Context: an optimization exercise on an open-source flow, tuned for small area. The choices shown serve that exercise and are no tape-out recipe.
Only simulation tests tie the RTL to the original design; equivalence was not proved.
Power figures rest on the tool's default switching activity, not on a simulated workload.

## try-umber
==> flow/design.v <==
package wb_register_file_pkg;
  localparam int DEF_DATA_W = 32;
  localparam int DEF_ADDR_W = 5;
  localparam int DEF_PEND_W = 2;
  localparam logic [4:0] REG_ZERO = 5'd0;
endpackage
module wb_pending_scoreboard
#(
  parameter int NREG = 32
) (
  input  logic                  issue_vld,
  input  logic                  issue_writes_reg,
  input  logic [NREG-1:1]       issue_dec,   
  input  logic [NREG-1:1]       ret_dec,     
  input  logic [NREG-1:1]       ret_keep,    
  input  logic                  same_dest,   
  input  logic                  ret_live,    
  input  logic [NREG-1:1]       rd_dec_a,    
  input  logic [NREG-1:1]       rd_dec_b,    
  input  logic                  use_a,
  input  logic                  use_b,
  input  logic [NREG-1:1][1:0]  pend_q,
  input  logic                  underflow_q,
  output logic [NREG-1:1][1:0]  pend_d,
  output logic                  underflow_d,
  output logic                  stall
);
  logic [NREG-1:1]      haz_r;     
  logic [1:0][NREG-1:1] pend_t;    
  logic [NREG-1:1]      hold_r;    
  logic [NREG-1:1]      iss_r;     
  logic                 hazard_a;
  logic                 hazard_b;
  logic [1:0]           pend_ret;  
  logic [1:0]           pend_iss;  
  logic [1:0]           next_ret;
  logic [1:0]           next_iss;
  logic                 saturate;
  logic                 accept;
  always_comb begin
    for (int r = 1; r < NREG; r++) begin
      haz_r[r]     = pend_q[r][1] || (pend_q[r][0] && ret_keep[r]);
      pend_t[0][r] = pend_q[r][0];
      pend_t[1][r] = pend_q[r][1];
    end
  end
  wb_rf_select #(.N(NREG-1), .W(1)) u_haz_a (.sel(rd_dec_a),  .din(haz_r),     .dout(hazard_a));
  wb_rf_select #(.N(NREG-1), .W(1)) u_haz_b (.sel(rd_dec_b),  .din(haz_r),     .dout(hazard_b));
  wb_rf_select #(.N(NREG-1), .W(1)) u_ret0  (.sel(ret_dec),   .din(pend_t[0]), .dout(pend_ret[0]));
  wb_rf_select #(.N(NREG-1), .W(1)) u_ret1  (.sel(ret_dec),   .din(pend_t[1]), .dout(pend_ret[1]));
  wb_rf_select #(.N(NREG-1), .W(1)) u_iss0  (.sel(issue_dec), .din(pend_t[0]), .dout(pend_iss[0]));
  wb_rf_select #(.N(NREG-1), .W(1)) u_iss1  (.sel(issue_dec), .din(pend_t[1]), .dout(pend_iss[1]));
  always_comb begin
    saturate    = (pend_iss == 2'd3) && !(ret_live && same_dest);
    stall       = issue_vld && ((use_a && hazard_a) || (use_b && hazard_b)
                                || (issue_writes_reg && saturate));
    accept      = issue_vld && !stall && issue_writes_reg;
    underflow_d = underflow_q || (ret_live && (pend_ret == 2'd0));
    if (accept && same_dest)   next_ret = pend_ret;
    else if (pend_ret != 2'd0) next_ret = pend_ret - 2'd1;
    else                       next_ret = 2'd0;
    next_iss = pend_iss + 2'd1;
    for (int r = 1; r < NREG; r++) begin
      iss_r[r]  = accept && issue_dec[r] && ret_keep[r];
      hold_r[r] = !(ret_dec[r] || (accept && issue_dec[r]));
    end
  end
  for (genvar r = 1; r < NREG; r++) begin : g_slot
    for (genvar b = 0; b < 2; b++) begin : g_bit
      logic nxt_n;
      wb_rf_aoi222 u_nxt (
        .a0 (next_ret[b]),   .s0 (ret_dec[r]),
        .a1 (next_iss[b]),   .s1 (iss_r[r]),
        .a2 (pend_q[r][b]),  .s2 (hold_r[r]),
        .y_n(nxt_n)
      );
      assign pend_d[r][b] = !nxt_n;
    end
  end
endmodule
module wb_rf_select
#(
  parameter int N = 32,
  parameter int W = 32
) (
  input  logic [N-1:0]        sel,
  input  logic [N-1:0][W-1:0] din,
  output logic [W-1:0]        dout
);
  localparam int G3 = N / 3;         
  localparam int R  = N - 3 * G3;    
  localparam int G  = G3 + (R > 0 ? 1 : 0);
  logic [G-1:0][W-1:0] grp_n;
  for (genvar g = 0; g < G3; g++) begin : g_grp
    for (genvar b = 0; b < W; b++) begin : g_bit
      wb_rf_aoi222 u_aoi (
        .a0 (din[3*g][b]),   .s0 (sel[3*g]),
        .a1 (din[3*g+1][b]), .s1 (sel[3*g+1]),
        .a2 (din[3*g+2][b]), .s2 (sel[3*g+2]),
        .y_n(grp_n[g][b])
      );
    end
  end
  if (R == 2) begin : g_rest2
    for (genvar b = 0; b < W; b++) begin : g_bit
      wb_rf_aoi222 u_aoi (
        .a0 (din[3*G3][b]),   .s0 (sel[3*G3]),
        .a1 (din[3*G3+1][b]), .s1 (sel[3*G3+1]),
        .a2 (din[3*G3+1][b]), .s2 (sel[3*G3+1]),
        .y_n(grp_n[G3][b])
      );
    end
  end else if (R == 1) begin : g_rest1
    assign grp_n[G3] = ~(din[3*G3] & {W{sel[3*G3]}});
  end
  always_comb begin
    dout = '0;
    for (int g = 0; g < G; g++) dout = dout | ~grp_n[g];
  end
endmodule
module wb_rf_aoi222 (
  input  logic a0, s0, a1, s1, a2, s2,
  output logic y_n
);
  assign y_n = ~((a0 & s0) | (a1 & s1) | (a2 & s2));
endmodule
module wb_register_file
#(
  parameter int DATA_W = wb_register_file_pkg::DEF_DATA_W,
  parameter int ADDR_W = wb_register_file_pkg::DEF_ADDR_W,
  parameter int PEND_W = wb_register_file_pkg::DEF_PEND_W
) (
  input  logic              ClockInput,
  input  logic              ResetInputN,
  input  logic [ADDR_W-1:0] WriteAddr,
  input  logic [DATA_W-1:0] WriteData,
  input  logic              RegWriteSignal,
  input  logic [ADDR_W-1:0] ReadAddrA,
  input  logic [ADDR_W-1:0] ReadAddrB,
  input  logic              UseA,
  input  logic              UseB,
  input  logic              IssueValid,
  input  logic              IssueWritesReg,
  input  logic [ADDR_W-1:0] IssueDest,
  output logic [DATA_W-1:0] ReadDataA,
  output logic [DATA_W-1:0] ReadDataB,
  output logic              Stall,
  output logic              RetireUnderflow
);
  localparam int NREG = 2 ** ADDR_W;
  logic [NREG-1:1]             we_dec;    
  logic [NREG-1:1]             keep;      
  logic [NREG-1:1]             a_dec;
  logic [NREG-1:1]             b_dec;
  logic [NREG-1:1]             i_dec;
  logic                        wr_live;
  logic                        hit_a;
  logic                        hit_b;
  logic [NREG-1:1]             valid_q;
  logic [NREG-1:1][DATA_W-1:0] mem_q;
  logic [NREG-1:1][DATA_W-1:0] mem_d;
  logic [NREG-1:1][1:0]        pend_q;
  logic [NREG-1:1][1:0]        pend_d;
  logic                        underflow_q;
  logic                        underflow_d;
  always_comb begin
    for (int r = 1; r < NREG; r++) begin
      we_dec[r] = RegWriteSignal && (WriteAddr == ADDR_W'(r));
      keep[r]   = !we_dec[r];
      a_dec[r]  = (ReadAddrA == ADDR_W'(r));
      b_dec[r]  = (ReadAddrB == ADDR_W'(r));
      i_dec[r]  = (IssueDest == ADDR_W'(r));
    end
  end
  assign wr_live = RegWriteSignal && (WriteAddr != '0);
  assign hit_a   = wr_live && (WriteAddr == ReadAddrA);
  assign hit_b   = wr_live && (WriteAddr == ReadAddrB);
  for (genvar r = 1; r < NREG; r++) begin : g_row
    for (genvar b = 0; b < DATA_W; b++) begin : g_bit
      wb_rf_load u_load (
        .load (we_dec[r]),
        .d    (WriteData[b]),
        .keep (keep[r]),
        .q    (mem_q[r][b]),
        .nxt  (mem_d[r][b])
      );
    end
  end
  always_ff @(posedge ClockInput) begin
    mem_q <= mem_d;
  end
  always_ff @(posedge ClockInput or negedge ResetInputN) begin
    if (!ResetInputN) begin
      valid_q     <= '0;
      pend_q      <= '0;
      underflow_q <= 1'b0;
    end else begin
      valid_q     <= valid_q | we_dec;
      pend_q      <= pend_d;
      underflow_q <= underflow_d;
    end
  end
  logic [NREG-1:0]             sel_a;
  logic [NREG-1:0]             sel_b;
  logic [NREG-1:0][DATA_W-1:0] src;
  always_comb begin
    src[0]   = WriteData;
    sel_a[0] = hit_a;
    sel_b[0] = hit_b;
    for (int r = 1; r < NREG; r++) begin
      src[r]   = mem_q[r];
      sel_a[r] = a_dec[r] && valid_q[r] && keep[r];
      sel_b[r] = b_dec[r] && valid_q[r] && keep[r];
    end
  end
  wb_rf_select #(.N(NREG), .W(DATA_W)) u_read_a (.sel(sel_a), .din(src), .dout(ReadDataA));
  wb_rf_select #(.N(NREG), .W(DATA_W)) u_read_b (.sel(sel_b), .din(src), .dout(ReadDataB));
  wb_pending_scoreboard #(
    .NREG (NREG)
  ) u_scoreboard (
    .issue_vld        (IssueValid),
    .issue_writes_reg (IssueWritesReg),
    .issue_dec        (i_dec),
    .ret_dec          (we_dec),
    .ret_keep         (keep),
    .same_dest        (IssueDest == WriteAddr),
    .ret_live         (wr_live),
    .rd_dec_a         (a_dec),
    .rd_dec_b         (b_dec),
    .use_a            (UseA),
    .use_b            (UseB),
    .pend_q           (pend_q),
    .underflow_q      (underflow_q),
    .pend_d           (pend_d),
    .underflow_d      (underflow_d),
    .stall            (Stall)
  );
  assign RetireUnderflow = underflow_q;
endmodule
module wb_rf_load (
  input  logic load,
  input  logic d,
  input  logic keep,
  input  logic q,
  output logic nxt
);
  assign nxt = (load & d) | (keep & q);
endmodule
Settings: LEC_CHECK=0, CAP_MARGIN=20, CORE_MARGIN=2, CORE_UTILIZATION=40, PLACE_DENSITY=0.5, SETUP_SLACK_MARGIN=0.25, SLEW_MARGIN=20, SYNTH_HIERARCHICAL=1, SYNTH_MINIMUM_KEEP_SIZE=0; clock period 6.0 ns.
standard.sh (not shown) runs the stock make flow with config.mk's settings and CLKGATE_MAP_FILE= SYNTH_SCRIPT=/design/flow/synth_recipe.tcl, a recipe that flattens the netlist after the stock synthesis.
==> flow/flow/run.sh <==
#!/bin/bash
# Layout flow: the standard ORFS flow (standard.sh, unchanged synthesis), with
#  - clock tree synthesis without dummy loads and with larger sink clusters (the clock
#    tree is still built by CTS from the clock port through buffers, with its usual
#    balancing),
#  - the port buffers made with a small buffer cell instead of the default pick (a
#    clock delay buffer).
# make's whole output goes to flow_make.log; ORFS keeps each step's log under orfs/logs.
set -euo pipefail
CTS="-sink_clustering_enable -repair_clock_nets -dont_use_dummy_load"
CTS="$CTS -sink_clustering_size 24 -sink_clustering_max_diameter 70"
CTS="$CTS -buf_list {sky130_fd_sc_hd__clkbuf_16}"
bash standard.sh \
  "CTS_ARGS=$CTS" \
  "BUFFER_PORTS_ARGS=-buffer_cell sky130_fd_sc_hd__buf_2" \
  finish > flow_make.log 2>&1
Changes in try-violet relative to try-umber:
# try-umber
export LEC_CHECK = 0
export CAP_MARGIN = 20
export CORE_MARGIN = 2
export CORE_UTILIZATION = 40
export PLACE_DENSITY = 0.5
export SETUP_SLACK_MARGIN = 0.25
export SLEW_MARGIN = 20
export SYNTH_HIERARCHICAL = 1
export SYNTH_MINIMUM_KEEP_SIZE = 0
create_clock -name core_clock -period 6.0 [get_ports {ClockInput}]
# try-violet
export LEC_CHECK = 0
export CAP_MARGIN = 20
export CORE_MARGIN = 2
export CORE_UTILIZATION = 40
export PLACE_DENSITY = 0.5
export SETUP_SLACK_MARGIN = 0.18
export SLEW_MARGIN = 20
export SYNTH_HIERARCHICAL = 1
export SYNTH_MINIMUM_KEEP_SIZE = 0
create_clock -name core_clock -period 6.0 [get_ports {ClockInput}]
-- flow/flow/run.sh --
<<< try-umber, line 9
set -euo pipefail
CTS="-sink_clustering_enable -repair_clock_nets -dont_use_dummy_load"
CTS="$CTS -sink_clustering_size 24 -sink_clustering_max_diameter 70"
CTS="$CTS -buf_list {sky130_fd_sc_hd__clkbuf_16}"
bash standard.sh \
>>> try-violet, line 9
set -euo pipefail
CTS="-sink_clustering_enable -repair_clock_nets -dont_use_dummy_load"
CTS="$CTS -sink_clustering_size 30 -sink_clustering_max_diameter 80"
CTS="$CTS -buf_list {sky130_fd_sc_hd__clkbuf_16}"
bash standard.sh \
- Diff try-umber -> try-violet | insertion delay to the later sink of the worst-skew pair | increase of 30 ps
- try-violet and try-umber ended up with nearly the same routed wire length.
- Taking try-umber as the reference, in try-violet routed wire length on met2 +0.56%; final setup slack of the worst path up 12 ps.
The inputs of try-quartz differ from those of try-violet as listed below.
# try-violet
export LEC_CHECK = 0
export CAP_MARGIN = 20
export CORE_MARGIN = 2
export CORE_UTILIZATION = 40
export PLACE_DENSITY = 0.5
export SETUP_SLACK_MARGIN = 0.18
export SLEW_MARGIN = 20
export SYNTH_HIERARCHICAL = 1
export SYNTH_MINIMUM_KEEP_SIZE = 0
create_clock -name core_clock -period 6.0 [get_ports {ClockInput}]
# try-quartz
export LEC_CHECK = 0
export CAP_MARGIN = 10
export CORE_MARGIN = 2
export CORE_UTILIZATION = 40
export PLACE_DENSITY = 0.5
export SETUP_SLACK_MARGIN = 0.25
export SLEW_MARGIN = 10
export SYNTH_HIERARCHICAL = 1
export SYNTH_MINIMUM_KEEP_SIZE = 0
create_clock -name core_clock -period 6.0 [get_ports {ClockInput}]
-- flow/flow/run.sh --
<<< try-violet, line 9
set -euo pipefail
CTS="-sink_clustering_enable -repair_clock_nets -dont_use_dummy_load"
CTS="$CTS -sink_clustering_size 30 -sink_clustering_max_diameter 80"
CTS="$CTS -buf_list {sky130_fd_sc_hd__clkbuf_16}"
bash standard.sh \
>>> try-quartz, line 9
set -euo pipefail
CTS="-sink_clustering_enable -repair_clock_nets -dont_use_dummy_load"
CTS="$CTS -sink_clustering_size 24 -sink_clustering_max_diameter 70"
CTS="$CTS -buf_list {sky130_fd_sc_hd__clkbuf_16}"
bash standard.sh \
Notes after the runs:
- As far as average cell area after synthesis goes, try-violet and try-quartz are indistinguishable; the numbers are identical.
- Maximum frequency of try-quartz is on par with try-violet.
- try-quartz gives more power than try-violet did.
- Of try-quartz and try-violet, the lower design area belongs to try-violet.
- try-quartz: PASS, flow complete, no timing, DRC or antenna violations
- Via count: try-quartz > try-violet
- Worst-skew pair later-pin latency sits lower in try-quartz than in try-violet.
Modified inputs, try-willow compared to try-quartz
# try-quartz
export LEC_CHECK = 0
export CAP_MARGIN = 10
export CORE_MARGIN = 2
export CORE_UTILIZATION = 40
export PLACE_DENSITY = 0.5
export SETUP_SLACK_MARGIN = 0.25
export SLEW_MARGIN = 10
export SYNTH_HIERARCHICAL = 1
export SYNTH_MINIMUM_KEEP_SIZE = 0
create_clock -name core_clock -period 6.0 [get_ports {ClockInput}]
# try-willow
export LEC_CHECK = 0
export CAP_MARGIN = 20
export CORE_MARGIN = 2
export CORE_UTILIZATION = 40
export PLACE_DENSITY = 0.5
export SETUP_SLACK_MARGIN = 0.22
export SLEW_MARGIN = 20
export SYNTH_HIERARCHICAL = 1
export SYNTH_MINIMUM_KEEP_SIZE = 0
create_clock -name core_clock -period 6.0 [get_ports {ClockInput}]
-- flow/flow/run.sh --
<<< try-quartz, line 9
set -euo pipefail
CTS="-sink_clustering_enable -repair_clock_nets -dont_use_dummy_load"
CTS="$CTS -sink_clustering_size 24 -sink_clustering_max_diameter 70"
CTS="$CTS -buf_list {sky130_fd_sc_hd__clkbuf_16}"
bash standard.sh \
>>> try-willow, line 9
set -euo pipefail
CTS="-sink_clustering_enable -repair_clock_nets -dont_use_dummy_load"
CTS="$CTS -sink_clustering_size 28 -sink_clustering_max_diameter 75"
CTS="$CTS -buf_list {sky130_fd_sc_hd__clkbuf_16}"
bash standard.sh \
==> comparison <==
Diff try-quartz -> try-willow | worst setup slack after layout | increase of 83 ps. Share of the core filled with cells: try-willow vs try-quartz down 0.18 points. Measured against each other, try-willow and try-quartz differ in global routing met1 resource utilization, the higher figure coming from try-quartz.
[inputs] try-onyx vs try-willow
# try-willow
export LEC_CHECK = 0
export CAP_MARGIN = 20
export CORE_MARGIN = 2
export CORE_UTILIZATION = 40
export PLACE_DENSITY = 0.5
export SETUP_SLACK_MARGIN = 0.22
export SLEW_MARGIN = 20
export SYNTH_HIERARCHICAL = 1
export SYNTH_MINIMUM_KEEP_SIZE = 0
create_clock -name core_clock -period 6.0 [get_ports {ClockInput}]
# try-onyx
export LEC_CHECK = 0
export CAP_MARGIN = 20
export CORE_MARGIN = 2
export CORE_UTILIZATION = 40
export PLACE_DENSITY = 0.5
export SETUP_SLACK_MARGIN = 0.13
export SLEW_MARGIN = 20
export SYNTH_HIERARCHICAL = 1
export SYNTH_MINIMUM_KEEP_SIZE = 0
create_clock -name core_clock -period 6.0 [get_ports {ClockInput}]
-- flow/flow/run.sh --
<<< try-willow, line 9
set -euo pipefail
CTS="-sink_clustering_enable -repair_clock_nets -dont_use_dummy_load"
CTS="$CTS -sink_clustering_size 28 -sink_clustering_max_diameter 75"
CTS="$CTS -buf_list {sky130_fd_sc_hd__clkbuf_16}"
bash standard.sh \
>>> try-onyx, line 9
set -euo pipefail
CTS="-sink_clustering_enable -repair_clock_nets -dont_use_dummy_load"
CTS="$CTS -sink_clustering_size 26 -sink_clustering_max_diameter 72"
CTS="$CTS -buf_list {sky130_fd_sc_hd__clkbuf_16}"
bash standard.sh \
--- outcome ---
Worst supply voltage drop on vdd: try-onyx vs try-willow up about 11%. try-onyx -> try-willow: post-detailed-routing wire length flat. try-onyx vs. try-willow: detail-routed net length per standard cell level; relative slew slack has increased; portion of the clock cycle consumed by the worst path in the final layout has increased.

separate check: timing with driven ports:
The results above use ideal ports. As a check the final layouts listed here were re-extracted and re-timed, cells and wires unchanged.
Step 1: set_driving_cell puts a clkbuf_16 on ClockInput and a buf_2 on each other input, an assumption about the parent block.
Step 2 times the ports against the registers' clock, not the clock port: input delays grow and output delays shrink by t, the midpoint of the rising clock arrivals with the driver on.
Slacks: no drivers / after step 1 / after step 2; pairs: no drivers / after step 1.
| run | t (ns) | slack for setup (ns) | worst slew at a driven data input, ns | pins driven straight from the clock port |
|---|---|---|---|---|
| try-umber | 0.738 | 0.174 / 0.146 / 0.146 | 0.14 | 1 |
| try-violet | 0.784 | 0.186 / 0.158 / 0.158 | 0.15 | 1 |
| try-quartz | 0.738 | 0.174 / 0.146 / 0.146 | 0.14 | 1 |
| try-willow | 0.725 | 0.257 / 0.229 / 0.229 | 0.13 | 1 |
| try-onyx | 0.730 | 0.240 / 0.212 / 0.212 | 0.14 | 1 |
After both steps setup and hold are still met in every run listed.
